Context: an optimization exercise on an open-source flow, tuned for small area, a short achievable clock period and few clock cycles per item. The choices shown serve that exercise and are no tape-out recipe.
Only simulation tests tie the RTL to the original design; equivalence was not proved.
Power figures rest on the tool's default switching activity, not on a simulated workload.

run 1:
==> flow/design.v (excerpt) <==
module axi_copy_master
#(
    parameter int unsigned ADDR_WTH  = 32,
    parameter int unsigned DATA_WTH  = 256,
    parameter int unsigned ID_WIDTH  = 4,
    parameter int unsigned BUF_DEPTH = 16,
    parameter int unsigned AXI_ID    = 0
) (
    input  logic                  clk_i,
    input  logic                  rst_i,
    input  logic                  cmd_valid,
    output logic                  cmd_ready,
    input  logic [ADDR_WTH-1:0]   cmd_src,
    input  logic [ADDR_WTH-1:0]   cmd_dst,
    input  logic [7:0]            cmd_len,
    output logic                  done,
    output logic                  err,
    output logic [ADDR_WTH-1:0]   awaddr,
    output logic [1:0]            awburst,
    output logic [3:0]            awcache,
    output logic [7:0]            awlen,
    output logic [ID_WIDTH-1:0]   awid,
    output logic                  awlock,
    output logic [2:0]            awprot,
    output logic [3:0]            awqos,
    output logic [3:0]            awregion,
    output logic [2:0]            awsize,
    output logic                  awvalid,
    input  logic                  awready,
    output logic [DATA_WTH-1:0]   wdata,
    output logic                  wlast,
    output logic [DATA_WTH/8-1:0] wstrb,
    output logic                  wvalid,
    input  logic                  wready,
    input  logic [1:0]            bresp,
    input  logic [ID_WIDTH-1:0]   bid,
    input  logic                  bvalid,
    output logic                  bready,
    output logic [ADDR_WTH-1:0]   araddr,
    output logic [1:0]            arburst,
    output logic [3:0]            arcache,
    output logic [7:0]            arlen,
    output logic [ID_WIDTH-1:0]   arid,
    output logic                  arlock,
    output logic [2:0]            arprot,
    output logic [3:0]            arqos,
    output logic [3:0]            arregion,
    output logic [2:0]            arsize,
    output logic                  arvalid,
    input  logic                  arready,
    input  logic [DATA_WTH-1:0]   rdata,
    input  logic                  rlast,
    input  logic [1:0]            rresp,
    input  logic [ID_WIDTH-1:0]   rid,
    input  logic                  rvalid,
    output logic                  rready
);
Size: roughly 4000 flip-flops.
export LEC_CHECK = 0
export ABC_CLOCK_PERIOD_IN_PS = 2500
export CAP_MARGIN = 20
export CORE_MARGIN = 2
export CORE_UTILIZATION = 55
export CTS_CLUSTER_DIAMETER = 100
export CTS_CLUSTER_SIZE = 30
export SETUP_SLACK_MARGIN = 3.6
export SLEW_MARGIN = 40
create_clock -name core_clock -period 6.0 [get_ports {clk_i}]
standard.sh (not shown) runs the stock make flow with config.mk's settings and CLKGATE_MAP_FILE= SYNTH_SCRIPT=/design/flow/synth_recipe.tcl, a recipe that flattens the netlist after the stock synthesis.
==> flow/flow/run.sh <==
#!/bin/bash
set -euo pipefail
export BUFFER_PORTS_ARGS="-buffer_cell sky130_fd_sc_hd__buf_2"
export GLOBAL_PLACEMENT_ARGS="-timing_driven_nets_percentage 25 -timing_driven_net_weight_max 4"
bash standard.sh > standard.log 2>&1
Run 1: all stages complete, timing, DRC and antenna checks passed
Testbench counts of run 1, summed over its fixed seeds: cycles 8,625, items 512.
Modified inputs, run 2 compared to run 1
==> flow/flow/run.sh <==
#!/bin/bash
set -euo pipefail
export BUFFER_PORTS_ARGS="-buffer_cell sky130_fd_sc_hd__buf_2"
bash standard.sh > standard.log 2>&1
## What came out
- Re synthesized cell count: no difference whatsoever between run 1 and run 2.
- Taking run 1 as the reference, in run 2 sequential element share of the synthesized area now sits at about the same level; number of fill cells picked up an extra 180; setup slack of the critical path after layout rose by 0.048 ns; part of the total power dissipated in combinational logic has decreased.
The following lists how run 3 was set up differently from run 2:
- CORE_UTILIZATION changed from 55 to 58
==> run notes <==
Between run 3 and run 2, proportion of layout cells with a drive suffix above 1 is lower for run 3, run 2 comes in above that.
Per the comparison of run 3 with run 2, number of vias in the routed layout -625, switching part of the total went down 0.31 points.
Hold slack ended up 0.068 ns higher on run 3 than on run 2.
For design internal power, run 3 and run 2 come out practically identical.
Changes in run 4 relative to run 3:
- SETUP_SLACK_MARGIN: 3.6 -> 4.0
- CORE_UTILIZATION: 58 -> 55
[summary]
Run 4 reports its origin of the worst setup path as out_q[23]$_DFF_P_ while run 3 reports rready_q$_DFF_PN0_.
Run 3 -> run 4: cell count after placement increased slightly
Run 4 contains more vias than run 3.
Going from run 3 to run 4, worst hold slack shrinks by 0.067 ns.
[compare] base=run 3 new=run 4: overall routing resource usage increased 3.9 points, total chip power increased about 2.6%, last weighted congestion value of the routability-driven placer increased about 12%.

afterwards: timing with drivers on the ports:
How much do the figures lean on ideal ports? The routed layouts below were timed once more, with nothing changed but the port constraints. Step 1 sets driving cells, clkbuf_16 on the clock port and buf_2 on the other inputs (assumed; they add their load-dependent delay and slew). Step 2 adds t to the input delays and takes it off the output delays; t is the mean of the earliest and latest rising clock arrival at the registers after step 1. Input paths then give back, and output paths get back, about the clock's delay inside the block. Slacks: no drivers / after step 1 / after step 2; pairs: no drivers / after step 1.
run	t, ns	setup WS [ns]	worst setup path after step 2	pins driven straight from the clock port
run 1	0.966	3.351 / 3.255 / 2.888	input to register	1
run 2	0.945	3.399 / 3.300 / 2.953	input to register	1
run 3	0.949	3.370 / 3.273 / 3.025	input to register	1
run 4	0.968	3.378 / 3.268 / 3.143	input to register	1
After both steps every run listed still meets setup and hold. For run 1, which loses most, drivers alone change the setup slack by -0.096 ns; drivers and shift together by -0.463 ns.
